What follows belongs to an exercise in optimizing a design on an open flow for small area, a short achievable clock period and few clock cycles per item; a production flow would make more cautious choices. In this exercise RTL edits were held to simulation tests only and were not proved equivalent to the original. Power is estimated from default activity; no workload was simulated.

<file path="flow/run.sh">
#!/bin/bash
# synth_recipe.tcl (not shown) runs the flow's synth.tcl, then flattens the netlist and writes it again
# the make line also repeats each setting of config.mk as NAME=value (left out here)
make -C /OpenROAD-flow-scripts/flow DESIGN_CONFIG=/design/flow/config.mk WORK_HOME=/design/flow/orfs CLKGATE_MAP_FILE= SYNTH_SCRIPT=/design/flow/synth_recipe.tcl finish
</file>
<file path="flow/config.mk">
export PLATFORM = sky130hd
export DESIGN_NAME = polyline_proximity_warning_core
export DESIGN_NICKNAME = polyline_proximity_warning_core
export VERILOG_FILES = /design/flow/design.v
export SDC_FILE = /design/flow/constraint.sdc
export NUM_CORES = 8
export LEC_CHECK = 0
export CAP_MARGIN = 20
export CORE_MARGIN = 2
export CORE_UTILIZATION = 40
export SETUP_SLACK_MARGIN = 5
export SLEW_MARGIN = 20
</file>
<file path="flow/design.v">
package ppw_pkg;
  localparam int MaxPoints = 64;
  localparam int IdxW      = $clog2(MaxPoints);
  localparam int CntW      = $clog2(MaxPoints + 1);
  localparam int CoordW    = 23;
  localparam int DistW     = 23;
  localparam int LevelW    = 8;
  localparam int StepW     = 16;
  localparam int PointsW   = 7;
  localparam int D2W       = 48;
  localparam int CfgW      = 23;
  localparam logic [DistW-1:0] DistSat = {DistW{1'b1}};
  localparam logic [LevelW-1:0] LevelMax = {LevelW{1'b1}};
  localparam int VtxW      = 2 * CoordW;
  typedef logic signed [CoordW-1:0] coord_t;
  typedef struct packed {
    coord_t z;
    coord_t x;
  } vtx_t;
  function automatic logic [2*CoordW-1:0] default_vtx(input logic [IdxW-1:0] idx);
    logic [2*CoordW-1:0] v;
    case (idx)
      IdxW'(0): v = 46'h00140107129a;   
      IdxW'(1): v = 46'h0054b606d493;   
      IdxW'(2): v = 46'h009cfc0673c6;   
      IdxW'(3): v = 46'h00e8f106095f;   
      IdxW'(4): v = 46'h01408505653e;   
      IdxW'(5): v = 46'h019a7d0499a2;   
      IdxW'(6): v = 46'h01eb9983b710;   
      IdxW'(7): v = 46'h01fed3031f2d;   
      IdxW'(8): v = 46'h0225a0829802;   
      IdxW'(9): v = 46'h022614025fd6;   
      IdxW'(10): v = 46'h02007e81fc39;   
      IdxW'(11): v = 46'h021ee181501d;   
      IdxW'(12): v = 46'h02519a013047;   
      IdxW'(13): v = 46'h0257e48100d5;   
      IdxW'(14): v = 46'h0261a9807f08;   
      IdxW'(15): v = 46'h02629d001a3f;   
      IdxW'(16): v = 46'h025c997edcf9;   
      IdxW'(17): v = 46'h02807dfda62e;   
      IdxW'(18): v = 46'h02795f7c605f;   
      IdxW'(19): v = 46'h023b3b7b3372;   
      IdxW'(20): v = 46'h01f38979fac3;   
      IdxW'(21): v = 46'h01a227796436;   
      IdxW'(22): v = 46'h015178f86bb6;   
      IdxW'(23): v = 46'h00cb1d77eb72;   
      IdxW'(24): v = 46'h0060f077ed5e;   
      IdxW'(25): v = 46'h3fa6ed783486;   
      IdxW'(26): v = 46'h3f627a78c037;   
      IdxW'(27): v = 46'h3ea21af92992;   
      IdxW'(28): v = 46'h3e42a87a3b6e;   
      IdxW'(29): v = 46'h3da9437b777c;   
      IdxW'(30): v = 46'h3d2680fcfd3a;   
      IdxW'(31): v = 46'h3d02e5ff0a5b;   
      IdxW'(32): v = 46'h3cf794009865;   
      IdxW'(33): v = 46'h3d13f382d35e;   
      IdxW'(34): v = 46'h3d96fd05f292;   
      IdxW'(35): v = 46'h3e0d6906d2f3;   
      IdxW'(36): v = 46'h3e922d0779b5;   
      IdxW'(37): v = 46'h3f9838875a31;   
      default:    v = '0;
    endcase
    default_vtx = v;
  endfunction
endpackage
module ppw_vtx_mem (
  input  logic                                         clk,
  input  logic                                         rst_n,
  input  logic                                         wr_req,
  input  logic [ppw_pkg::IdxW-1:0]                     wr_addr,
  input  logic [ppw_pkg::VtxW-1:0]                     wr_data,
  input  logic                                         wr_ok,
  output logic                                         wr_pend,
  output logic                                         wr_fire,
  output logic                                         busy,
  output logic [ppw_pkg::IdxW-1:0]                     head,
  output logic [ppw_pkg::MaxPoints*ppw_pkg::VtxW-1:0]  ring
);
  localparam int VW = ppw_pkg::VtxW;
  localparam int NP = ppw_pkg::MaxPoints;
  logic [VW-1:0]              ring_r [NP];
  logic [ppw_pkg::IdxW-1:0]   head_r;
  logic [ppw_pkg::IdxW:0]     rcnt_r;
  logic                       pend_r;
  logic [ppw_pkg::IdxW-1:0]   paddr_r;
  logic [VW-1:0]              pdata_r;
  logic                       restore;
  logic [VW-1:0]              tail_in;
  assign restore = !rst_n || (rcnt_r != '0);
  logic match_r;
  always_ff @(posedge clk) match_r <= ((wr_req ? wr_addr : paddr_r) == head_r + 1'b1);
  assign wr_fire = pend_r && match_r && wr_ok;
  always_comb begin
    tail_in = ring_r[0];
    if (!rst_n)       tail_in = ppw_pkg::default_vtx(ppw_pkg::IdxW'(ppw_pkg::MaxPoints - 1));
    else if (restore) tail_in = ppw_pkg::default_vtx(head_r);
    else if (wr_fire) tail_in = pdata_r;
  end
  always_ff @(posedge clk) begin
    for (int s = 0; s < NP - 1; s++) ring_r[s] <= ring_r[s+1];
    ring_r[NP-1] <= tail_in;
  end
  always_ff @(posedge clk) begin
    if (!rst_n) head_r <= '0;
    else        head_r <= head_r + 1'b1;
  end
  always_ff @(posedge clk) begin
    if (!rst_n) begin
      rcnt_r <= (ppw_pkg::IdxW+1)'(NP - 1);
      pend_r <= 1'b0;
    end else begin
      if (rcnt_r != '0) rcnt_r <= rcnt_r - 1'b1;
      if (wr_req)       pend_r <= 1'b1;
      else if (wr_fire) pend_r <= 1'b0;
    end
  end
  always_ff @(posedge clk) begin
    if (wr_req) begin
      paddr_r <= wr_addr;
      pdata_r <= wr_data;
    end
  end
  assign wr_pend = pend_r;
  assign busy    = (rcnt_r != '0);
  assign head    = head_r;
  for (genvar s = 0; s < NP; s++) begin : g_tap
    assign ring[s*VW +: VW] = ring_r[s];
  end
endmodule
module ppw_seg_unit (
  input  logic                        clk,
  input  logic                        rst_n,
  input  logic                        start,
  input  logic                        tag_in,
  input  logic [1:0]                  kill,
  input  logic [4:0]                  kb,
  input  logic [ppw_pkg::VtxW-1:0]    a,
  input  logic [ppw_pkg::VtxW-1:0]    b,
  input  logic [ppw_pkg::CoordW-1:0]  px,
  input  logic [ppw_pkg::CoordW-1:0]  pz,
  output logic                        ready,
  output logic                        done,
  output logic                        tag_out,
  output logic [ppw_pkg::DistW-1:0]   r
);
  localparam int CW  = ppw_pkg::CoordW;
  localparam int DW  = CW + 1;            
  localparam int OW  = DW + 1;            
  localparam int PW  = 2 * OW;            
  localparam int LW  = 2 * DW - 1;        
  localparam int CCW = LW + 2;            
  localparam int NW  = 96;                
  localparam int RW  = 72;                
  localparam int TW  = LW + 26;           
  localparam int RB  = 24;                
  typedef enum logic [1:0] {F_IDLE, F_MUL, F_WAIT} fst_t;
  typedef enum logic [1:0] {S_IDLE, S_SQD, S_FIN} sst_t;
  typedef enum logic [2:0] {T_NONE, T_SET, T_ADD, T_SUB, T_ADD25, T_ADD48} tag_t;
  fst_t                   fst_r;
  sst_t                   sst_r;
  logic [4:0]             step_r;
  logic [4:0]             kb_r;
  logic signed [DW-1:0]   sa, sb;           
  logic                   sa_z, sa_b, sb_z;
  logic signed [OW-1:0]   ma, mb, ma_r, mb_r;
  logic                   ma_sa, ma_sb, mb_sa, mb_sb, m_cl_a, m_cl_b, m_ch_a, m_ch_b;
  tag_t                   tag, ctag, tag1_r, tagm_r;
  logic signed [PW-1:0]   pm;
  logic signed [OW+9:0]   p0_r;              
  logic signed [OW+8:0]   p1_r;              
  logic signed [OW+7:0]   p2_r;              
  logic signed [NW-1:0]   acc_r, acc_a, acc_b, acc_s;
  logic                   acc_cin;
  logic [LW-1:0]          d_r;
  logic [LW+1:0]          d3_r;
  logic [CCW-1:0]         c_r;
  logic                   clamp_a, clamp_b, clamp_r, csel_b_r, sat_r;
  logic signed [CCW-1:0]  dot, cval;
  logic signed [CCW+23:0] cscl;
  logic                   c_ovf, f_last, f_fin, pre_sat, hand, fe_kill, be_kill, be_free;
  logic                   fe_tag_r, be_tag_r;
  logic [RW-1:0]          rm_r;
  logic [47:0]            nlo_r;
  logic [TW-1:0]          t_r;
  logic [LW-1:0]          bd_r;
  logic [LW+1:0]          bd3_r;
  logic [RB-1:0]          root_r;
  logic [4:0]             cnt_r;
  logic                   bsat_r, bit_ok;
  logic [RW+2:0]          rm2, diff;
  logic [TW-1:0]          t_up, t_dn;
  assign sa = sa_z ? (DW'($signed(pz)) - DW'($signed(sa_b ? b[2*CW-1:CW] : a[2*CW-1:CW])))
                   : (DW'($signed(px)) - DW'($signed(sa_b ? b[CW-1:0]    : a[CW-1:0])));
  assign sb = sb_z ? (DW'($signed(b[2*CW-1:CW])) - DW'($signed(a[2*CW-1:CW])))
                   : (DW'($signed(b[CW-1:0]))    - DW'($signed(a[CW-1:0])));
  assign dot     = acc_r[CCW-1:0];
  assign clamp_a = (d_r == '0) || dot[CCW-1] || (dot == '0);
  assign clamp_b = !clamp_a && ($signed({2'b00, d_r}) <= dot);
  always_comb begin
    sa_z = 1'b0; sa_b = 1'b0; sb_z = 1'b0; tag = T_NONE;
    ma_sa = 1'b0; ma_sb = 1'b0; mb_sa = 1'b0; mb_sb = 1'b0;
    case (step_r)
      5'd0: begin ma_sa = 1'b1; mb_sb = 1'b1; sb_z = 1'b1; tag = T_SET; end           
      5'd1: begin ma_sa = 1'b1; sa_z = 1'b1; mb_sb = 1'b1; tag = T_SUB; end           
      5'd2: begin ma_sb = 1'b1; mb_sb = 1'b1; tag = T_SET; end                        
      5'd3: begin ma_sb = 1'b1; mb_sb = 1'b1; sb_z = 1'b1; tag = T_ADD; end           
      5'd4: begin ma_sa = 1'b1; mb_sb = 1'b1; tag = T_SET; end                        
      5'd5: begin ma_sa = 1'b1; sa_z = 1'b1; mb_sb = 1'b1; sb_z = 1'b1; tag = T_ADD; end  
      5'd9: if (clamp_r) begin
        ma_sa = 1'b1; mb_sa = 1'b1; sa_b = csel_b_r; tag = T_SET;                     
      end
      5'd10: if (clamp_r) begin
        ma_sa = 1'b1; mb_sa = 1'b1; sa_z = 1'b1; sa_b = csel_b_r; tag = T_ADD;        
      end
      default: ;
    endcase
    m_cl_a = 1'b0; m_cl_b = 1'b0; m_ch_a = 1'b0; m_ch_b = 1'b0; ctag = T_NONE;
    case (step_r)
      5'd6: begin m_cl_a = 1'b1; m_cl_b = 1'b1; ctag = T_SET; end                     
      5'd7: begin m_ch_a = 1'b1; m_cl_b = 1'b1; ctag = T_ADD25; end                   
      5'd8: begin m_ch_a = 1'b1; m_ch_b = 1'b1; ctag = T_ADD48; end                   
      default: ;
    endcase
  end
  always_comb begin
    ma = '0;
    if (ma_sa)   ma = OW'(sa);
    if (ma_sb)   ma = OW'(sb);
    if (m_cl_a)  ma = $signed({1'b0, c_r[23:0]});
    if (m_ch_a)  ma = $signed(c_r[CCW-1:24]);
    mb = '0;
    if (mb_sa)   mb = OW'(sa);
    if (mb_sb)   mb = OW'(sb);
    if (m_cl_b)  mb = $signed({1'b0, c_r[23:0]});
    if (m_ch_b)  mb = $signed(c_r[CCW-1:24]);
  end
  assign cval  = acc_r[CCW-1:0];
  assign cscl  = (CCW+24)'(cval) <<< (5'd23 - kb_r);
  assign c_ovf = !((cscl[CCW+23:CCW-2] == '0) || (cscl[CCW+23:CCW-2] == '1));
  assign pm = PW'(p0_r) + (PW'(p1_r) <<< 9) + (PW'(p2_r) <<< 17);
  always_comb begin
    acc_a = (tagm_r == T_SET) ? '0 : acc_r;
    acc_b = NW'(pm);
    acc_cin = 1'b0;
    case (tagm_r)
      T_SUB:   begin acc_b = ~(NW'(pm)); acc_cin = 1'b1; end
      T_ADD25: acc_b = NW'(pm) <<< 25;
      T_ADD48: acc_b = NW'(pm) <<< 48;
      default: ;
    endcase
  end
  assign acc_s = acc_a + acc_b + NW'(acc_cin);
  assign f_last  = (fst_r == F_MUL) && (clamp_r ? (step_r == 5'd13) : (step_r == 5'd11));
  assign f_fin   = f_last || (fst_r == F_WAIT);
  assign pre_sat = (acc_r[NW-1:48] >= (NW-48)'(d_r));
  assign fe_kill = (fst_r != F_IDLE) && kill[fe_tag_r];
  assign be_kill = (sst_r != S_IDLE) && kill[be_tag_r];
  assign be_free = (sst_r == S_IDLE) || (sst_r == S_FIN) || be_kill;
  assign hand    = f_fin && !fe_kill && be_free;
  assign ready   = (fst_r == F_IDLE);
  always_ff @(posedge clk) begin
    if (!rst_n) begin
      fst_r <= F_IDLE;
      sst_r <= S_IDLE;
    end else begin
      case (fst_r)
        F_IDLE: if (start) fst_r <= F_MUL;
        F_MUL:  if (fe_kill) fst_r <= F_IDLE;
                else if (f_last) fst_r <= hand ? F_IDLE : F_WAIT;
        F_WAIT: if (hand || fe_kill) fst_r <= F_IDLE;
        default: fst_r <= F_IDLE;
      endcase
      case (sst_r)
        default: begin
          if (hand)                                   sst_r <= (pre_sat || sat_r) ? S_FIN : S_SQD;
          else if (be_kill || sst_r == S_FIN)         sst_r <= S_IDLE;
          else if (sst_r == S_SQD && cnt_r == 5'd1)   sst_r <= S_FIN;
        end
      endcase
    end
  end
  always_ff @(posedge clk) begin
    ma_r   <= ma;
    mb_r   <= mb;
    tag1_r  <= (fst_r != F_MUL) ? T_NONE : ((tag != T_NONE) ? tag : ctag);
    p0_r   <= ma_r * $signed({1'b0, mb_r[8:0]});
    p1_r   <= ma_r * $signed({1'b0, mb_r[16:9]});
    p2_r   <= ma_r * $signed(mb_r[OW-1:17]);
    tagm_r <= tag1_r;
    if (fst_r == F_IDLE) begin
      fe_tag_r <= tag_in;
      step_r <= '0;
      kb_r   <= kb;
      sat_r  <= 1'b0;
    end
    if (fst_r == F_MUL) begin
      step_r <= step_r + 5'd1;
      if (tagm_r != T_NONE) acc_r <= acc_s;
      if (step_r == 5'd4) c_r <= CCW'(cscl);            
      if (step_r == 5'd4) sat_r <= c_ovf;
      if (step_r == 5'd6) d_r <= acc_r[LW-1:0];         
      if (step_r == 5'd7) d3_r <= (LW+2)'(d_r) + (LW+2)'({d_r, 1'b0});
      if (step_r == 5'd8) begin                         
        clamp_r  <= clamp_a || clamp_b;
        csel_b_r <= clamp_b;
        if (clamp_a || clamp_b) sat_r <= 1'b0;
      end
      if (step_r == 5'd9 && clamp_r) begin
        d_r  <= LW'(1);
        d3_r <= (LW+2)'(3);
      end
    end
  end
  assign rm2    = {1'b0, rm_r, nlo_r[47:46]};
  assign diff   = rm2 - (RW+3)'(t_r);
  assign bit_ok = !diff[RW+2];
  assign t_up   = TW'({t_r, 1'b0}) + TW'(bd3_r);
  assign t_dn   = TW'({t_r, 1'b0}) - TW'(bd_r);
  always_ff @(posedge clk) begin
    if (hand) begin
      be_tag_r <= fe_tag_r;
      rm_r   <= RW'(acc_r[NW-1:48]);
      nlo_r  <= acc_r[47:0];
      t_r    <= TW'(d_r);
      bd_r   <= d_r;
      bd3_r  <= d3_r;
      root_r <= '0;
      cnt_r  <= clamp_r ? 5'(RB) : (kb_r + 5'd1);
      bsat_r <= pre_sat || sat_r;
    end else if (sst_r == S_SQD) begin
      cnt_r  <= cnt_r - 5'd1;
      rm_r   <= bit_ok ? RW'(diff) : RW'(rm2);
      nlo_r  <= {nlo_r[45:0], 2'b00};
      root_r <= {root_r[RB-2:0], bit_ok};
      t_r    <= bit_ok ? t_up : t_dn;
    end
  end
  assign done    = (sst_r == S_FIN);
  assign tag_out = be_tag_r;
  assign r    = (bsat_r || root_r[RB-1]) ? ppw_pkg::DistSat : root_r[ppw_pkg::DistW-1:0];
endmodule
module ppw_post (
  input  logic                      clk,
  input  logic                      rst_n,
  input  logic                      start,
  input  logic [ppw_pkg::DistW-1:0] dist_in,
  input  logic                      god,
  input  logic [ppw_pkg::DistW-1:0] warn,
  input  logic [ppw_pkg::DistW-1:0] shoot_dist,
  input  logic [ppw_pkg::StepW-1:0] step,
  input  logic                      out_tready,
  output logic                      busy,
  output logic                      out_tvalid,
  output logic [31:0]               out_tdata
);
  localparam int DW = ppw_pkg::DistW;
  localparam int SW = ppw_pkg::StepW;
  localparam int LV = ppw_pkg::LevelW;
  typedef enum logic [1:0] {P_IDLE, P_DIV, P_HOLD} pst_t;
  pst_t              st_r;
  logic [3:0]        cnt_r;
  logic [DW-1:0]     dist_r, rem_r;
  logic [DW-1:0]     dv_r;
  logic [LV-1:0]     q_r;
  logic              in_warn, shoot_r, sat_r, qbit;
  logic [SW-1:0]     s_eff;
  logic [DW:0]       diff;
  logic [LV-1:0]     level;
  logic              out_load;
  logic              out_tvalid_r;
  logic [31:0]       out_tdata_r;
  assign diff    = (DW+1)'(warn) - (DW+1)'(dist_r);
  assign s_eff   = (step == '0) ? SW'(1) : step;
  assign in_warn = (dist_r <= warn);
  assign qbit    = (rem_r >= dv_r);
  assign out_load = (st_r == P_HOLD) && (!out_tvalid_r || out_tready);
  always_comb begin
    if (!in_warn)           level = '0;
    else if (sat_r)         level = ppw_pkg::LevelMax;
    else if (q_r == '0)     level = LV'(1);
    else                    level = q_r;
  end
  always_ff @(posedge clk) begin
    if (!rst_n) st_r <= P_IDLE;
    else begin
      case (st_r)
        P_IDLE: if (start) st_r <= P_DIV;
        P_DIV:  if (cnt_r == 4'd0) st_r <= P_HOLD;
        P_HOLD: if (out_load) st_r <= P_IDLE;
        default: st_r <= P_IDLE;
      endcase
    end
  end
  always_ff @(posedge clk) begin
    case (st_r)
      P_IDLE: begin
        dist_r  <= dist_in;
        shoot_r <= !god;
        cnt_r   <= 4'd9;
      end
      P_DIV: begin
        cnt_r <= cnt_r - 4'd1;
        if (cnt_r == 4'd9) begin
          rem_r   <= diff[DW-1:0];
          sat_r   <= ({1'b0, diff[DW-1:0]} >= {1'b0, s_eff, 8'b0});
          dv_r    <= DW'({s_eff, 7'b0});
          q_r     <= '0;
          shoot_r <= shoot_r && (dist_r <= shoot_dist);
        end else if (cnt_r != 4'd0) begin
          rem_r <= qbit ? rem_r - dv_r : rem_r;
          q_r   <= {q_r[LV-2:0], qbit};
          dv_r  <= dv_r >> 1;
        end
      end
      default: ;
    endcase
  end
  always_ff @(posedge clk) begin
    if (!rst_n)        out_tvalid_r <= 1'b0;
    else if (out_load) out_tvalid_r <= 1'b1;
    else if (out_tready) out_tvalid_r <= 1'b0;
  end
  always_ff @(posedge clk) begin
    if (out_load) out_tdata_r <= {shoot_r && in_warn, level, dist_r};
  end
  assign busy       = (st_r != P_IDLE);
  assign out_tvalid = out_tvalid_r;
  assign out_tdata  = out_tdata_r;
endmodule
module polyline_proximity_warning_core (
  input  logic        clk,
  input  logic        rst_n,
  input  logic        in_tvalid,
  output logic        in_tready,
  input  logic [55:0] in_tdata,    
  input  logic [1:0]  in_tuser,    
  output logic        out_tvalid,
  input  logic        out_tready,
  output logic [31:0] out_tdata,   
  input  logic        cfg_we,
  input  logic [1:0]  cfg_index,
  input  logic [22:0] cfg_wdata
);
  localparam int Lanes = 2;
  localparam int SC    = 6;                    
  localparam int NP    = ppw_pkg::MaxPoints;
  localparam int SL    = NP / Lanes;           
  localparam int CW    = ppw_pkg::CoordW;
  localparam int QW    = CW - SC;              
  localparam int VW    = ppw_pkg::VtxW;
  localparam int IW    = ppw_pkg::IdxW;
  localparam int GW    = QW;                   
  localparam int KW    = GW + IW;              
  localparam int UW    = QW + 2;               
  localparam int DW    = ppw_pkg::DistW;
  localparam int ND    = 3;                    
  localparam int NK    = ND + 1;               
  logic [ppw_pkg::PointsW-1:0] points_r;
  logic [DW-1:0]               warn_r, shoot_r;
  logic [ppw_pkg::StepW-1:0]   step_r;
  logic [IW:0]                 n_cur;
  always_ff @(posedge clk) begin
    if (!rst_n) begin
      points_r <= ppw_pkg::PointsW'(38);
      warn_r   <= DW'(9600);
      shoot_r  <= DW'(5200);
      step_r   <= ppw_pkg::StepW'(440);
    end else if (cfg_we) begin
      case (cfg_index)
        2'd0: points_r <= cfg_wdata[ppw_pkg::PointsW-1:0];
        2'd1: warn_r   <= cfg_wdata;
        2'd2: shoot_r  <= cfg_wdata;
        2'd3: step_r   <= cfg_wdata[ppw_pkg::StepW-1:0];
        default: ;
      endcase
    end
  end
  assign n_cur = (points_r > ppw_pkg::PointsW'(NP)) ? (IW+1)'(NP) : (IW+1)'(points_r);
  logic                 mem_busy, wr_pend, wr_fire, wr_req;
  logic [IW-1:0]        head;
  logic [NP*VW-1:0]     ring;
  logic [CW-1:0]        in_x, in_z;
  logic                 in_acc, is_query, short_q;
  logic                 b_busy_r, pipe_idle, i_vld_r, s_vld_r, p_vld_r;
  assign in_x      = in_tdata[28:6];
  assign in_z      = in_tdata[51:29];
  assign is_query  = in_tuser[0];
  assign pipe_idle = !i_vld_r && !s_vld_r && !p_vld_r && !b_busy_r;
  assign in_tready = !i_vld_r && !mem_busy && (!wr_pend || wr_fire);
  assign in_acc    = in_tvalid && in_tready;
  assign wr_req    = in_acc && !is_query;
  assign short_q   = (in_x == '0 && in_z == '0) || (n_cur < (IW+1)'(2));
  ppw_vtx_mem u_mem (
    .clk     (clk),
    .rst_n   (rst_n),
    .wr_req  (wr_req),
    .wr_addr (in_tdata[IW-1:0]),
    .wr_data ({in_z, in_x}),
    .wr_ok   (pipe_idle),
    .wr_pend (wr_pend),
    .wr_fire (wr_fire),
    .busy    (mem_busy),
    .head    (head),
    .ring    (ring)
  );
  function automatic logic [VW-1:0] slot(input logic [NP*VW-1:0] rg, input int s);
    slot = rg[((s + NP) % NP)*VW +: VW];
  endfunction
  logic [CW-1:0]   pix_r, piz_r, psx_r, psz_r, ppx_r, ppz_r;
  logic            god_i_r, short_i_r, god_s_r, god_p_r, short_p_r;
  logic            s_need_r, p_wait_r, k_held_r;
  logic [KW-1:0]   pk_r  [NK];
  logic            pkv_r [NK];
  logic [UW-1:0]   pu_r;
  logic            sw_run_r, sw_for_b_r, b_live_r;
  logic [5:0]      t_r;
  logic [KW-1:0]   lastkey_r;
  logic [QW-1:0]   sqx_r, sqz_r;             
  logic [UW-1:0]   u_r;
  logic [KW-1:0]   k_r [NK];
  logic            kv_r [NK];
  logic            sw_start, sw_start_b, sw_abort, last_issue, merge_last;
  logic            a_new, a_restart, hand_sp, short_go, park_now, park_held;
  logic [GW-1:0]   lg_r  [Lanes];
  logic [IW-1:0]   lj_r  [Lanes];
  logic            lsv_r [Lanes];
  logic [UW-1:0]   lu_r  [Lanes];
  logic            lvv_r [Lanes];
  logic            s1_vld_r;
  function automatic logic [QW:0] wdiff(input logic [QW-1:0] p, input logic [CW-1:0] v);
    wdiff = (QW+1)'($signed(p)) - (QW+1)'($signed(v[CW-1:SC]));
  endfunction
  function automatic logic [QW-1:0] omag(input logic [QW:0] w);
    omag = w[QW] ? ~w[QW-1:0] : w[QW-1:0];
  endfunction
  logic [QW:0]     wax_r [Lanes], waz_r [Lanes], wbx_r [Lanes], wbz_r [Lanes];
  logic            altx_r [Lanes], altz_r [Lanes];
  logic [IW-1:0]   j0_r  [Lanes];
  logic            s0_vld_r, s0_first_r, s0_last_r, s0_b_r;
  logic            s1_first_r, s1_last_r, s1_b_r;
  always_ff @(posedge clk) begin
    for (int k = 0; k < Lanes; k++) begin
      logic [VW-1:0] va, vb;
      va = slot(ring, k * SL);
      vb = slot(ring, k * SL + 1);
      wax_r[k]  <= wdiff(sqx_r, va[CW-1:0]);
      waz_r[k]  <= wdiff(sqz_r, va[VW-1:CW]);
      wbx_r[k]  <= wdiff(sqx_r, vb[CW-1:0]);
      wbz_r[k]  <= wdiff(sqz_r, vb[VW-1:CW]);
      altx_r[k] <= ($signed(va[CW-1:SC]) < $signed(vb[CW-1:SC]));
      altz_r[k] <= ($signed(va[VW-1:CW+SC]) < $signed(vb[VW-1:CW+SC]));
      j0_r[k]   <= head + IW'(k * SL);
    end
    s0_vld_r   <= sw_run_r && !sw_abort;
    s0_first_r <= (t_r == '0);
    s0_last_r  <= (t_r == 6'(SL - 1));
    s0_b_r     <= sw_for_b_r;
  end
  function automatic logic [QW-1:0] gap2(input logic a_lt_b, input logic [QW:0] wa,
                                         input logic [QW:0] wb);
    logic [QW:0] lo, hi;            
    lo = a_lt_b ? wa : wb;
    hi = a_lt_b ? wb : wa;
    if (!hi[QW])     gap2 = hi[QW-1:0];      
    else if (lo[QW]) gap2 = ~lo[QW-1:0];     
    else             gap2 = '0;
  endfunction
  always_ff @(posedge clk) begin
    for (int k = 0; k < Lanes; k++) begin
      logic [QW-1:0] gx, gz, mx, mz;
      gx  = gap2(altx_r[k], wax_r[k], wbx_r[k]);
      gz  = gap2(altz_r[k], waz_r[k], wbz_r[k]);
      mx  = omag(wax_r[k]);
      mz  = omag(waz_r[k]);
      lg_r[k]  <= (gx > gz) ? gx : gz;
      lj_r[k]  <= j0_r[k];
      lsv_r[k] <= ((IW+1)'(j0_r[k]) + (IW+1)'(2) <= n_cur);
      lu_r[k]  <= UW'(mx) + UW'(mz) + UW'(5);
      lvv_r[k] <= ((IW+1)'(j0_r[k]) < n_cur);
    end
    s1_vld_r   <= s0_vld_r && !sw_abort;
    s1_first_r <= s0_first_r;
    s1_last_r  <= s0_last_r;
    s1_b_r     <= s0_b_r;
  end
  logic [KW-1:0]   nk [NK];
  logic            nkv [NK];
  logic [UW-1:0]   nu;
  localparam int NE = NK + Lanes;
  always_comb begin
    logic [KW-1:0] ek  [NE];
    logic          ev  [NE];
    logic          lt  [NE][NE];
    logic [2:0]    rk  [NE];
    for (int i = 0; i < NK; i++) begin
      ek[i] = k_r[i]; ev[i] = kv_r[i] && !s1_first_r;
    end
    for (int k = 0; k < Lanes; k++) begin
      ek[NK+k] = {lg_r[k], lj_r[k]};
      ev[NK+k] = s1_vld_r && lsv_r[k] && (!s1_b_r || ek[NK+k] > lastkey_r);
    end
    for (int i = 0; i < NE; i++)
      for (int j = 0; j < NE; j++) begin
        if (i == j)             lt[i][j] = 1'b0;
        else if (i < NK && j < NK) lt[i][j] = (i < j) ? ev[i] || !ev[j] : (ev[i] && !ev[j]);
        else if (ev[i] != ev[j]) lt[i][j] = ev[i];
        else if (!ev[i])         lt[i][j] = (i < j);
        else                     lt[i][j] = (ek[i] < ek[j]);
      end
    for (int i = 0; i < NE; i++) begin
      rk[i] = '0;
      for (int j = 0; j < NE; j++) if (j != i && !lt[i][j]) rk[i] = rk[i] + 3'd1;
    end
    for (int s = 0; s < NK; s++) begin
      nk[s] = '0; nkv[s] = 1'b0;
      for (int i = 0; i < NE; i++) if (rk[i] == 3'(s)) begin nk[s] = ek[i]; nkv[s] = ev[i]; end
    end
    nu = s1_first_r ? '1 : u_r;
    for (int k = 0; k < Lanes; k++)
      if (s1_vld_r && lvv_r[k] && lu_r[k] < nu) nu = lu_r[k];
  end
  assign last_issue = sw_run_r && (t_r == 6'(SL - 1));
  assign merge_last = s1_vld_r && s1_last_r;
  typedef enum logic [1:0] {B_IDLE, B_RUN, B_RSW, B_DONE} bst_t;
  bst_t            bst_r   [2];
  logic [CW-1:0]   pbx_r   [2];
  logic [CW-1:0]   pbz_r   [2];
  logic            god_b_r [2];
  logic [UW-1:0]   ub_r    [2];
  logic [GW-1:0]   g_r     [2][NK];
  logic            v_r     [2][NK];
  logic [KW-1:0]   keyl_r  [2];
  logic [IW-1:0]   cj_r    [2][ND];
  logic [1:0]      nst_r   [2];
  logic [1:0]      nres_r  [2];
  logic            rsw_req_r [2];
  logic [DW-1:0]   best_r  [2];
  logic            binf_r  [2];
  logic [4:0]      kbits_r [2];
  logic            head_r, rsw_rdy_r, sw_slot_r, rsw_slot_r;
  logic            take_a, tslot;
  logic            ev_start, ev_done, ev_ready, ev_tag, ev_slot;
  logic [1:0]      ev_kill;
  logic [DW-1:0]   ev_r;
  logic            want [2];
  logic            keep [2];
  logic            done_s [2];
  logic            fin_s [2];
  logic            more_s [2];
  logic            cancel_s [2];
  logic            take_rsw_s [2];
  logic            spec_s [2];
  logic            req_s [2];
  logic [1:0]      nres_nx [2];
  logic [DW-1:0]   best_nx [2];
  logic            b_sw_busy, sw_start_b_any, rsw_slot_nx;
  function automatic logic gap_ok(input logic [GW-1:0] g, input logic [UW-1:0] u,
                                  input logic binf, input logic [DW-1:0] bst);
    gap_ok = (UW'(g) <= u) && (binf || ((DW+1)'(g) <= (DW+1)'(bst >> SC) + (DW+1)'(1)));
  endfunction
  function automatic logic [4:0] kbits_of(input logic [UW-1:0] u, input logic binf,
                                          input logic [DW-1:0] bst);
    logic [UW+SC-1:0] ubig, m;
    ubig = {u, {SC{1'b0}}};
    m = ubig;
    if (!binf && (UW+SC)'(bst) <= ubig) m = (UW+SC)'(bst) - (UW+SC)'(1);
    kbits_of = 5'd23;
    for (int i = 22; i >= 0; i--) if (m < ((UW+SC)'(1) << i)) kbits_of = 5'(i);
    if (m >= ((UW+SC)'(1) << 23)) kbits_of = 5'd23;
  endfunction
  assign tslot  = (bst_r[head_r] == B_IDLE) ? head_r : !head_r;
  assign take_a = p_vld_r && !p_wait_r && (bst_r[tslot] == B_IDLE);
  assign b_sw_busy = rsw_rdy_r || (k_held_r && !p_vld_r) || (sw_run_r && sw_for_b_r) ||
                     (s0_vld_r && (s0_b_r || s0_last_r)) || (s1_vld_r && (s1_b_r || s1_last_r)) ||
                     (s_vld_r && !s_need_r && !k_held_r && !(sw_run_r && !sw_for_b_r));
  always_comb begin
    for (int q = 0; q < 2; q++) begin
      logic       qn [NK];
      logic       qx [NK];
      logic       pend, nxq, infl, kil;
      done_s[q] = ev_done && (ev_tag == 1'(q)) && (bst_r[q] == B_RUN);
      best_nx[q] = (binf_r[q] || ev_r < best_r[q]) ? ev_r : best_r[q];
      for (int i = 0; i < NK; i++) begin
        qn[i] = v_r[q][i] && gap_ok(g_r[q][i], ub_r[q], binf_r[q], best_r[q]);
        qx[i] = qn[i] && (!done_s[q] || gap_ok(g_r[q][i], ub_r[q], 1'b0, ev_r));
      end
      pend  = (nst_r[q] != nres_r[q] + 2'd1);
      kil   = done_s[q] && pend && !qx[nres_r[q] + 2'd1];
      ev_kill[q]  = kil;
      nres_nx[q]  = !done_s[q] ? nres_r[q] : (kil ? nst_r[q] : nres_r[q] + 2'd1);
      infl  = (nres_nx[q] != nst_r[q]);
      nxq   = (nst_r[q] < 2'(ND)) && qx[nst_r[q]];
      keep[q]   = (bst_r[q] == B_RUN) && nxq;
      want[q]   = keep[q] && !done_s[q];
      fin_s[q]  = (bst_r[q] == B_RUN) && !infl && !nxq;
      more_s[q] = (nst_r[q] == 2'(ND)) && !kil && qx[ND];
      cancel_s[q] = fin_s[q] && !more_s[q] && rsw_req_r[q];
      take_rsw_s[q] = (bst_r[q] == B_RSW) && rsw_rdy_r && (rsw_slot_r == 1'(q));
      spec_s[q] = (nst_r[q] == 2'(ND - 1)) && qn[ND] && !sw_run_r && !s_vld_r && !i_vld_r && !b_sw_busy;
      req_s[q]  = (bst_r[q] == B_RSW) && !rsw_req_r[q] && !b_sw_busy;
    end
  end
  localparam int NT = 8;                      
  logic            nxt_v_r, nxt_have_r, nxt_slot_r, nxt_sel, nxt_pick, nxt_drop;
  logic [1:0]      nxt_cand_r;
  logic [IW-1:0]   nxt_j_r, rel;
  logic [VW-1:0]   nxt_a_r, nxt_b_r, op_a_r, op_b_r, tap_a, tap_b;
  logic            aligned;
  assign nxt_sel  = want[head_r] ? head_r : !head_r;
  assign nxt_pick = !nxt_v_r && (want[0] || want[1]);
  assign rel      = nxt_j_r - head;
  assign aligned  = (rel[IW-1-$clog2(NT):0] == '0);
  always_comb begin
    tap_a = '0; tap_b = '0;
    for (int t = 0; t < NT; t++)
      if (rel[IW-1:IW-$clog2(NT)] == $clog2(NT)'(t)) begin
        tap_a = slot(ring, t * (NP / NT));
        tap_b = slot(ring, t * (NP / NT) + 1);
      end
  end
  assign nxt_drop = nxt_v_r && (!keep[nxt_slot_r] || nst_r[nxt_slot_r] != nxt_cand_r);
  assign ev_slot  = nxt_slot_r;
  assign ev_start = nxt_v_r && nxt_have_r && !nxt_drop && want[nxt_slot_r] && ev_ready;
  always_ff @(posedge clk) begin
    if (!rst_n) begin
      nxt_v_r <= 1'b0;
    end else begin
      if (nxt_pick)                   nxt_v_r <= 1'b1;
      else if (ev_start || nxt_drop)  nxt_v_r <= 1'b0;
    end
    if (nxt_pick) begin
      nxt_slot_r <= nxt_sel;
      nxt_cand_r <= nst_r[nxt_sel];
      nxt_j_r    <= cj_r[nxt_sel][nst_r[nxt_sel]];
      nxt_have_r <= 1'b0;
    end else if (nxt_v_r && !nxt_have_r && aligned) begin
      nxt_a_r    <= tap_a;
      nxt_b_r    <= tap_b;
      nxt_have_r <= 1'b1;
    end
    if (ev_start) begin
      op_a_r <= nxt_a_r;
      op_b_r <= nxt_b_r;
    end
  end
  always_comb begin
    sw_start_b_any = 1'b0;
    rsw_slot_nx    = 1'b0;
    if (req_s[head_r])       begin sw_start_b_any = 1'b1; rsw_slot_nx = head_r;  end
    else if (req_s[!head_r]) begin sw_start_b_any = 1'b1; rsw_slot_nx = !head_r; end
    else if (ev_start && spec_s[ev_slot] && !rsw_req_r[ev_slot]) begin
      sw_start_b_any = 1'b1; rsw_slot_nx = ev_slot;
    end
  end
  assign sw_start_b = sw_start_b_any;
  logic       fe_slot_r;
  always_ff @(posedge clk) if (ev_start) fe_slot_r <= ev_slot;
  ppw_seg_unit u_seg (
    .clk     (clk),
    .rst_n   (rst_n),
    .start   (ev_start),
    .tag_in  (ev_slot),
    .kill    (ev_kill),
    .kb      (kbits_r[ev_slot]),
    .a       (op_a_r),
    .b       (op_b_r),
    .px      (pbx_r[fe_slot_r]),
    .pz      (pbz_r[fe_slot_r]),
    .ready   (ev_ready),
    .done    (ev_done),
    .tag_out (ev_tag),
    .r       (ev_r)
  );
  logic post_busy, post_start;
  assign post_start = (bst_r[head_r] == B_DONE) && !post_busy;
  logic b_block_a;
  assign b_block_a = rsw_rdy_r || (sw_run_r && sw_for_b_r) || (s0_vld_r && s0_b_r) ||
                     (s1_vld_r && s1_b_r) || req_s[0] || req_s[1];
  assign hand_sp   = last_issue && !sw_for_b_r && !p_vld_r && !sw_start_b;
  assign a_restart = s_vld_r && s_need_r && !sw_run_r && !b_block_a;
  assign a_new     = i_vld_r && !short_i_r && (!s_vld_r || hand_sp) && !k_held_r &&
                     (!sw_run_r || (last_issue && !sw_for_b_r)) && !b_block_a;
  assign sw_start  = (a_restart || a_new) && !sw_start_b;
  assign sw_abort  = (sw_start_b && sw_run_r && !sw_for_b_r) ||
                     (sw_run_r && sw_for_b_r && cancel_s[sw_slot_r]);
  assign park_now  = merge_last && !s1_b_r && !p_wait_r && !p_vld_r;
  assign park_held = k_held_r && !p_vld_r;
  assign short_go  = i_vld_r && short_i_r && !s_vld_r && !p_vld_r;
  always_ff @(posedge clk) begin
    if (!rst_n) begin
      i_vld_r   <= 1'b0;
      s_vld_r   <= 1'b0;
      p_vld_r   <= 1'b0;
      k_held_r  <= 1'b0;
      b_live_r  <= 1'b0;
      sw_run_r  <= 1'b0;
      rsw_rdy_r <= 1'b0;
      head_r    <= 1'b0;
      b_busy_r  <= 1'b0;
      for (int q = 0; q < 2; q++) bst_r[q] <= B_IDLE;
    end else begin
      if (in_acc && is_query)  i_vld_r <= 1'b1;
      else if (a_new || short_go) i_vld_r <= 1'b0;
      if (a_new)                      s_vld_r <= 1'b1;
      else if (hand_sp || park_now || park_held) s_vld_r <= 1'b0;
      if (hand_sp || park_now || park_held || short_go) p_vld_r <= 1'b1;
      else if (take_a)                p_vld_r <= 1'b0;
      if (merge_last && !s1_b_r && !p_wait_r && p_vld_r) k_held_r <= 1'b1;
      else if (park_held || sw_start_b)                 k_held_r <= 1'b0;
      if (sw_start_b || sw_start) sw_run_r <= 1'b1;
      else if (last_issue || (sw_for_b_r && cancel_s[sw_slot_r])) sw_run_r <= 1'b0;
      if (sw_start_b)                                    b_live_r <= 1'b1;
      else if (sw_for_b_r && cancel_s[sw_slot_r])        b_live_r <= 1'b0;
      if (merge_last && s1_b_r && b_live_r && !cancel_s[sw_slot_r]) rsw_rdy_r <= 1'b1;
      else if (take_rsw_s[0] || take_rsw_s[1] || cancel_s[rsw_slot_r]) rsw_rdy_r <= 1'b0;
      if (post_start) head_r <= !head_r;
      for (int q = 0; q < 2; q++) begin
        case (bst_r[q])
          B_IDLE: if (take_a && tslot == 1'(q)) bst_r[q] <= short_p_r ? B_DONE : B_RUN;
          B_RUN:  if (fin_s[q]) bst_r[q] <= more_s[q] ? B_RSW : B_DONE;
          B_RSW:  if (take_rsw_s[q]) bst_r[q] <= B_RUN;
          B_DONE: if (post_start && head_r == 1'(q)) bst_r[q] <= B_IDLE;
          default: bst_r[q] <= B_IDLE;
        endcase
      end
      b_busy_r <= !(bst_r[0] == B_IDLE && bst_r[1] == B_IDLE) || take_a;
    end
  end
  always_ff @(posedge clk) begin
    if (in_acc && is_query) begin
      pix_r     <= in_x;
      piz_r     <= in_z;
      god_i_r   <= in_tuser[1];
      short_i_r <= short_q;
    end
    if (a_new) begin
      psx_r    <= pix_r;
      psz_r    <= piz_r;
      god_s_r  <= god_i_r;
      s_need_r <= 1'b0;
    end
    if (a_restart) s_need_r <= 1'b0;
    if (sw_start_b && ((sw_run_r && !sw_for_b_r) || k_held_r)) s_need_r <= 1'b1;    
    if (hand_sp || park_now || park_held) begin
      ppx_r     <= psx_r;
      ppz_r     <= psz_r;
      god_p_r   <= god_s_r;
      short_p_r <= 1'b0;
    end else if (short_go) begin
      ppx_r     <= pix_r;
      ppz_r     <= piz_r;
      god_p_r   <= god_i_r;
      short_p_r <= 1'b1;
    end
    if (hand_sp) p_wait_r <= 1'b1;
    else if (merge_last && !s1_b_r) p_wait_r <= 1'b0;
    if (short_go) p_wait_r <= 1'b0;
    if ((merge_last && !s1_b_r && (p_wait_r || !p_vld_r)) || park_held) begin
      for (int i = 0; i < NK; i++) begin
        pk_r[i]  <= park_held ? k_r[i]  : nk[i];
        pkv_r[i] <= park_held ? kv_r[i] : nkv[i];
      end
      pu_r <= park_held ? u_r : nu;
    end
    if (sw_start_b || sw_start) begin
      t_r        <= '0;
      sw_for_b_r <= sw_start_b;
      sw_slot_r  <= rsw_slot_nx;
      lastkey_r  <= keyl_r[rsw_slot_nx];
      if (sw_start_b) begin
        sqx_r <= pbx_r[rsw_slot_nx][CW-1:SC];
        sqz_r <= pbz_r[rsw_slot_nx][CW-1:SC];
      end else if (a_new) begin
        sqx_r <= pix_r[CW-1:SC];
        sqz_r <= piz_r[CW-1:SC];
      end else begin
        sqx_r <= psx_r[CW-1:SC];
        sqz_r <= psz_r[CW-1:SC];
      end
    end else if (sw_run_r) begin
      t_r <= t_r + 6'd1;
    end
    if (s1_vld_r) begin
      u_r <= nu;
      for (int i = 0; i < NK; i++) begin k_r[i] <= nk[i]; kv_r[i] <= nkv[i]; end
    end
    if (merge_last && s1_b_r) rsw_slot_r <= sw_slot_r;
    for (int q = 0; q < 2; q++) begin
      if (take_a && tslot == 1'(q)) begin
        pbx_r[q]   <= ppx_r;
        pbz_r[q]   <= ppz_r;
        god_b_r[q] <= god_p_r;
        ub_r[q]    <= pu_r;
        best_r[q]  <= ppw_pkg::DistSat;
        binf_r[q]  <= !short_p_r;
      end
      if ((take_a && tslot == 1'(q)) || take_rsw_s[q]) begin
        nst_r[q]     <= '0;
        nres_r[q]    <= '0;
        rsw_req_r[q] <= 1'b0;
        keyl_r[q]    <= take_rsw_s[q] ? k_r[ND-1] : pk_r[ND-1];
        for (int i = 0; i < NK; i++) begin
          g_r[q][i] <= take_rsw_s[q] ? k_r[i][KW-1:IW] : pk_r[i][KW-1:IW];
          v_r[q][i] <= take_rsw_s[q] ? kv_r[i] : pkv_r[i];
        end
        for (int i = 0; i < ND; i++) cj_r[q][i] <= take_rsw_s[q] ? k_r[i][IW-1:0] : pk_r[i][IW-1:0];
      end else begin
        if (ev_start && ev_slot == 1'(q)) nst_r[q] <= nst_r[q] + 2'd1;
        if (sw_start_b && rsw_slot_nx == 1'(q)) rsw_req_r[q] <= 1'b1;
        if (cancel_s[q]) rsw_req_r[q] <= 1'b0;
        if (done_s[q]) begin
          best_r[q] <= best_nx[q];
          binf_r[q] <= 1'b0;
        end
        nres_r[q] <= nres_nx[q];
      end
      kbits_r[q] <= (take_a && tslot == 1'(q)) ? kbits_of(pu_r, 1'b1, '0)
                                               : kbits_of(ub_r[q], binf_r[q], best_r[q]);
    end
  end
  ppw_post u_post (
    .clk        (clk),
    .rst_n      (rst_n),
    .start      (post_start),
    .dist_in    (best_r[head_r]),
    .god        (god_b_r[head_r]),
    .warn       (warn_r),
    .shoot_dist (shoot_r),
    .step       (step_r),
    .out_tready (out_tready),
    .busy       (post_busy),
    .out_tvalid (out_tvalid),
    .out_tdata  (out_tdata)
  );
endmodule
</file>
<file path="flow/constraint.sdc">
create_clock -name core_clock -period 11.0 [get_ports {clk}]
set_input_delay 2.2000 -clock core_clock [delete_from_list [all_inputs] [get_ports {clk}]]
set_output_delay 2.2000 -clock core_clock [all_outputs]
set_load 0.01 [all_outputs]
</file>
==> summary.md <==
| Metric | Value |
|---|---|
| Number of endpoints failing setup at the final stage | 0 |
| Clock network latency to the later pin of the worst-skew pair | roughly 1.1 ns |
| Outcome | complete, no violations |
| Final routed wirelength across all metal layers | around 840,000 um |
| Number of clock sinks | ~5,200 |
| Largest net degree at the start of global routing | between 150 and 200 |
| Yosys Warn Count | about 110 |
| CTS H-Tree Depth | 6 |
| Max IR drop VDD | about 0.19 mV |
| Number of slew-limit violations in the final report | 0 |
| Post-route cell area | 289,000 sq um |
| Static leakage power | around 120 nW |
| Portion of synthesized cell area occupied by the leading cell type | 0.292 |
| Root buffer cell | sky130_fd_sc_hd__clkbuf_16 |
| Share of the yosys chip area belonging to registers | 0.491 |
| Pwr per Cell Area | approximately 190 nW/um^2 |
| Capturing point of the worst reg2reg path | u_seg.acc_r[95] |
| Total power draw | 54.9 mW |
| Standard cell core area | ~620,000 sq um |
| Req. time, crit path | 11.77 ns |
| Fraction of the cycle the final worst path needs | 0.638 |
| All-Layer GR Usage | 0.255 |
| Count of maximum capacitance violations | 0 |
| Final Non-Filler Cells | 32,900 |
| Post-synthesis sequential element count | 5,246 |
| Final worst path period need | ~7 ns |
| Starting density of the core | 0.402 |
| Leading cell type in the layout, fill and taps excluded | sky130_fd_sc_hd__dfxtp_1 |
| Max clock buf depth | 4 |
| Post-place instance area | 258,000 sq um |
| Startpoint type of the worst setup path | flop |
| Number of standard-cell rows in the floorplan | around 290 |
| Critical path peak fanout | 12 |
| Commonest cells after routing, fill and taps aside | sky130_fd_sc_hd__dfxtp_1 (3,529), sky130_fd_sc_hd__nand2_1 (2,121), sky130_fd_sc_hd__ha_1 (1,933) |
| Die width | just under 800 um |
| Mapped cell area | approximately 250,000 sq um |
| Flip-flop cell with the highest count after synthesis | sky130_fd_sc_hd__dfxtp_1 |
| Antenna violations before repair | 80 |
| Average detailed-routed wire length per instance | roughly 25 um |
| Post-synth net total | roughly 26,000 |
| Post-Synth Adder-Cell Area | 0.146 |
| Detailed Route Iter0 Violations | between 15,000 and 20,000 |
| Total instance count after detailed placement | 31,300 |
| Via count of the first global-routing pass | 178,000 |
| Number of flops mapped to enable cells by yosys | about 1,600 |
| Xor/xnor cell area share of the yosys netlist | 0.0269 |
| Average via count per standard cell | roughly 5.7 |
| Wire length of the first global-routing pass | between 1,000,000 and 1,500,000 um |
| Launch instance of the worst register-to-register path | u_seg.p1_r[3] |
| Count of port buffers added during placement | 117 |
| Capturing element of the worst setup path | u_seg.acc_r[95] |
| RSZ-0062 raised after global routing | true |
| Detailed-router iteration count before antenna repair | 14 |
| Final hold viol count | 0 |
| Setup crit end kind | flop |
| Fraction of layout cells with a size suffix above 1 | 0.122 |
| HPWL after detailed placement | ~590,000 um |
| Simple-gate area share of the yosys netlist | 0.116 |
| Nets | between 20,000 and 30,000 |
| Post-synthesis average cell area | 10.4 sq um |
| DRT antenna net count | 0 |
| Drc violations | 0 |
| Proportion of synthesized area in mux cells | 0.0310 |
| Post-synthesis cell type with the largest combined area | sky130_fd_sc_hd__dfxtp_1 |
| Cell variety after synth | approximately 120 |
| CP startpoint | u_seg.p1_r[3] |
| Headroom to the max-slew limit | 0.129 |
| Global placement routability congestion | 0.966 |
| Area growth syn-to-layout | 16.8% |
| Combinational family with the most area after synthesis | compound AO/OA/AOI/OAI gates |
| Tightest Hold Check Type | reg -> reg |
| Classification of the worst setup path | reg -> reg |
| Reg-to-reg slack, setup | 3.98 ns |
| DR vias | 186,000 |
| R2R depth | 27 |
| Critical Path AT | approximately 7.8 ns |
| Die outline area | approximately 620,000 sq um |
| Clock transition at path regs | 0.06 ns |
| Instance count of the mapped netlist | 23,700 |
| Clock tree from TritonCTS | built |
| CTS Buf Count | between 500 and 600 |
| Synth Area in Compound Gates | 0.147 |
| Worst Clk Skew | a little under 0.1 ns |
| Die height | ~790 um |
| Grt ovf | 0 |
| Share of async-settable or async-resettable flops after synthesis | 0 |
| Top-level I/O count | about 120 |
| Biggest area contributors in the synthesized netlist | sky130_fd_sc_hd__dfxtp_1 (29%), sky130_fd_sc_hd__edfxtp_1 (20%), sky130_fd_sc_hd__ha_1 (10%), sky130_fd_sc_hd__fa_1 (4.5%), sky130_fd_sc_hd__nand2_1 (3.3%) |
| Slew @ Worst Pin | around 1.3 ns |
| Setup TNS | 0 ns |
| Highest Clock Rate | 143 MHz |
worst min path at each step:
| stage | from | endpoint | slack (ns) | cells past startpoint |
|---|---|---|---|---|
| 6_report | u_mem.ring_r[4][19] | u_mem.ring_r[3][19] | 0.26 | 0 |
| 5_1_grt | u_mem.ring_r[18][18] | u_mem.ring_r[17][18] | 0.28 | 0 |
| 4_1_cts | u_mem.ring_r[4][19] | u_mem.ring_r[3][19] | 0.27 | 0 |
| 3_5_place_dp | u_mem.ring_r[15][38] | u_mem.ring_r[14][38] | 0.31 | 0 |
| 3_3_place_gp | u_mem.ring_r[58][2] | u_mem.ring_r[57][2] | 0.31 | 0 |
| 2_1_floorplan | s0_first_r | s1_first_r | 0.31 | 0 |
per-stage QoR:
step | utilization | hold WS [ns] | setup slack, ns
finish | 0.469 | 0.261 | 3.98
global route | 0.469 | 0.281 | 3.70
CTS | 0.462 | 0.265 | 4.11
detailed placement | 0.419 | 0.312 | 2.69
global placement | 0.419 | 0.310 | 2.74
floorplan | - | 0.310 | 4.52
Yosys cell counts (184+ instances only):
cell and count:
sky130_fd_sc_hd__inv_1 1749, sky130_fd_sc_hd__o21a_1 234, sky130_fd_sc_hd__nor2_1 1503, sky130_fd_sc_hd__nand4_1 260
sky130_fd_sc_hd__a31oi_1 184, sky130_fd_sc_hd__xor2_1 273, sky130_fd_sc_hd__edfxtp_1 1639, sky130_fd_sc_hd__xnor2_1 485
sky130_fd_sc_hd__nand2b_1 222, sky130_fd_sc_hd__fa_1 554, sky130_fd_sc_hd__nand2_1 2151, sky130_fd_sc_hd__mux2i_1 279
sky130_fd_sc_hd__nand3_1 366, sky130_fd_sc_hd__mux2_2 195, sky130_fd_sc_hd__nor2b_1 293, sky130_fd_sc_hd__nor3_1 286
sky130_fd_sc_hd__o21ai_0 1411, sky130_fd_sc_hd__a21o_1 579, sky130_fd_sc_hd__ha_1 1999, sky130_fd_sc_hd__clkbuf_1 807
sky130_fd_sc_hd__dfxtp_1 3607, sky130_fd_sc_hd__a21oi_1 1516, sky130_fd_sc_hd__and2_1 486, sky130_fd_sc_hd__a211oi_1 275
kinds of logic (layout without fill, tap and decap cells):
| group | Yosys count | in the layout |
|---|---|---|
| and+or+nand+nor | 6117 | 6132 |
| AOI/OAI and AO/OA | 5691 | 5693 |
| DFF | 5246 | 5246 |
| buffers and inverters | 2716 | 3719 |
| adders and majority gates | 2559 | 2559 |
| xor gates and xnor gates | 759 | 759 |
| muxes | 610 | 611 |
| other | 0 | 33 |
metal layers:
| layer | routed length, um | vias to the layer above | GRT usage | share of wire |
|---|---|---|---|---|
| li1 | - | 85100 | - | - |
| met1 | 359000 | 91100 | 0.349 | 0.43 |
| met2 | 362000 | 8156 | 0.395 | 0.43 |
| met3 | 69700 | 1913 | 0.0442 | 0.083 |
| met4 | 45900 | 24 | 0.115 | 0.055 |
| met5 | 178 | - | 0 | 0.00021 |
final cells by class:
type / count / area (sq um)
clock inverters: 241 / 3420
inverters: 1763 / 6730
clock buffers: 738 / 15400
fillers: 56200 / 327000
repair buffers: 975 / 10200
flip-flops and latches: 5246 / 122000
repair inverters: 2 / 16.3
diodes: 33 / 82.6
well taps: 8120 / 10200
multi-input cells: 15800 / 121000
registers in the layout, summed over array words and instances, names as in the netlist, 41 cells and up, named ones only:
name           flops
u_seg.d3_r        49
keyl_r            41
pbz_r             46
best_r            46
nxt_a_r           46
u_seg.acc_r       96
u_seg.t_r         73
u_seg.d_r         47
nxt_b_r           46
u_mem.pdata_r     46
pbx_r             46
u_seg.bd3_r       49
pk_r              86
g_r              102
u_seg.rm_r        72
u_seg.nlo_r       48
op_a_r            46
u_mem.ring_r    2944
k_r               92
u_seg.c_r         49
op_b_r            46
u_seg.bd_r        47
timing repair:
item                                     CTS  global route
hold buffers                               0             0
endpoints found under the setup margin  1179           915
cloned                                    43            23
buffers inserted                         315           191
pin swaps                                221           237
gates resized for setup                  815           474
where the power goes:
group | switching (mW) | internal (mW) | total, mW | leakage [nW]
combinational | 8.17 | 5.05 | 13.2 | 66.9
sequential | 1.03 | 21.5 | 22.5 | 44.7
clock | 8.17 | 10.9 | 19.1 | 9.15
worst max-delay path, cell delays in order, from the launching register on:
cell	delay (ns)
sky130_fd_sc_hd__dfxtp_1	0.31
sky130_fd_sc_hd__ha_1	0.29
sky130_fd_sc_hd__ha_1	0.35
sky130_fd_sc_hd__o21ai_0	0.30
sky130_fd_sc_hd__o21ai_2	0.13
sky130_fd_sc_hd__o211ai_1	0.25
sky130_fd_sc_hd__or4b_4	0.51
sky130_fd_sc_hd__a21o_1	0.23
sky130_fd_sc_hd__o211ai_1	0.28
sky130_fd_sc_hd__a211oi_2	0.15
sky130_fd_sc_hd__nor3_2	0.18
sky130_fd_sc_hd__buf_4	0.16
sky130_fd_sc_hd__o21ai_4	0.08
sky130_fd_sc_hd__nand3_4	0.14
sky130_fd_sc_hd__bufbuf_16	0.28
sky130_fd_sc_hd__o21ai_0	0.08
sky130_fd_sc_hd__a221oi_1	0.60
sky130_fd_sc_hd__ha_1	0.44
sky130_fd_sc_hd__nand2_1	0.28
sky130_fd_sc_hd__o21ai_1	0.24
sky130_fd_sc_hd__nand3_1	0.14
sky130_fd_sc_hd__a311o_1	0.37
sky130_fd_sc_hd__o2111ai_1	0.10
sky130_fd_sc_hd__nand2_1	0.12
sky130_fd_sc_hd__or2_4	0.29
sky130_fd_sc_hd__nor4_1	0.17
sky130_fd_sc_hd__nor2_1	0.09
sky130_fd_sc_hd__xor2_1	0.17
Testbench counts, summed over its fixed seeds: cycles 29,603, queries 640.

==> separate check: timing with driven ports <==
The results above use ideal ports. As a check the final layout listed here was re-extracted and re-timed, cells and wires unchanged. Step 1 sets driving cells, clkbuf_16 on the clock port and buf_2 on the other inputs (assumed; they add their load-dependent delay and slew). Step 2 also shifts input and output timing later by t, the mid clock arrival at the registers, as if the neighbouring blocks saw the same clock. Three values: no drivers, after step 1, after step 2; two values: the first two.
t (ns): 1.183
slack for setup (ns): 3.984 / 3.984 / 3.984
latest minus earliest clock arrival (ns): 0.123 / 0.124
slew at the worst register clock pin (ns): 0.07 / 0.07
After both steps this run still meets setup and hold. For this run, drivers alone change the setup slack by 0.000 ns; drivers and shift together by 0.000 ns.
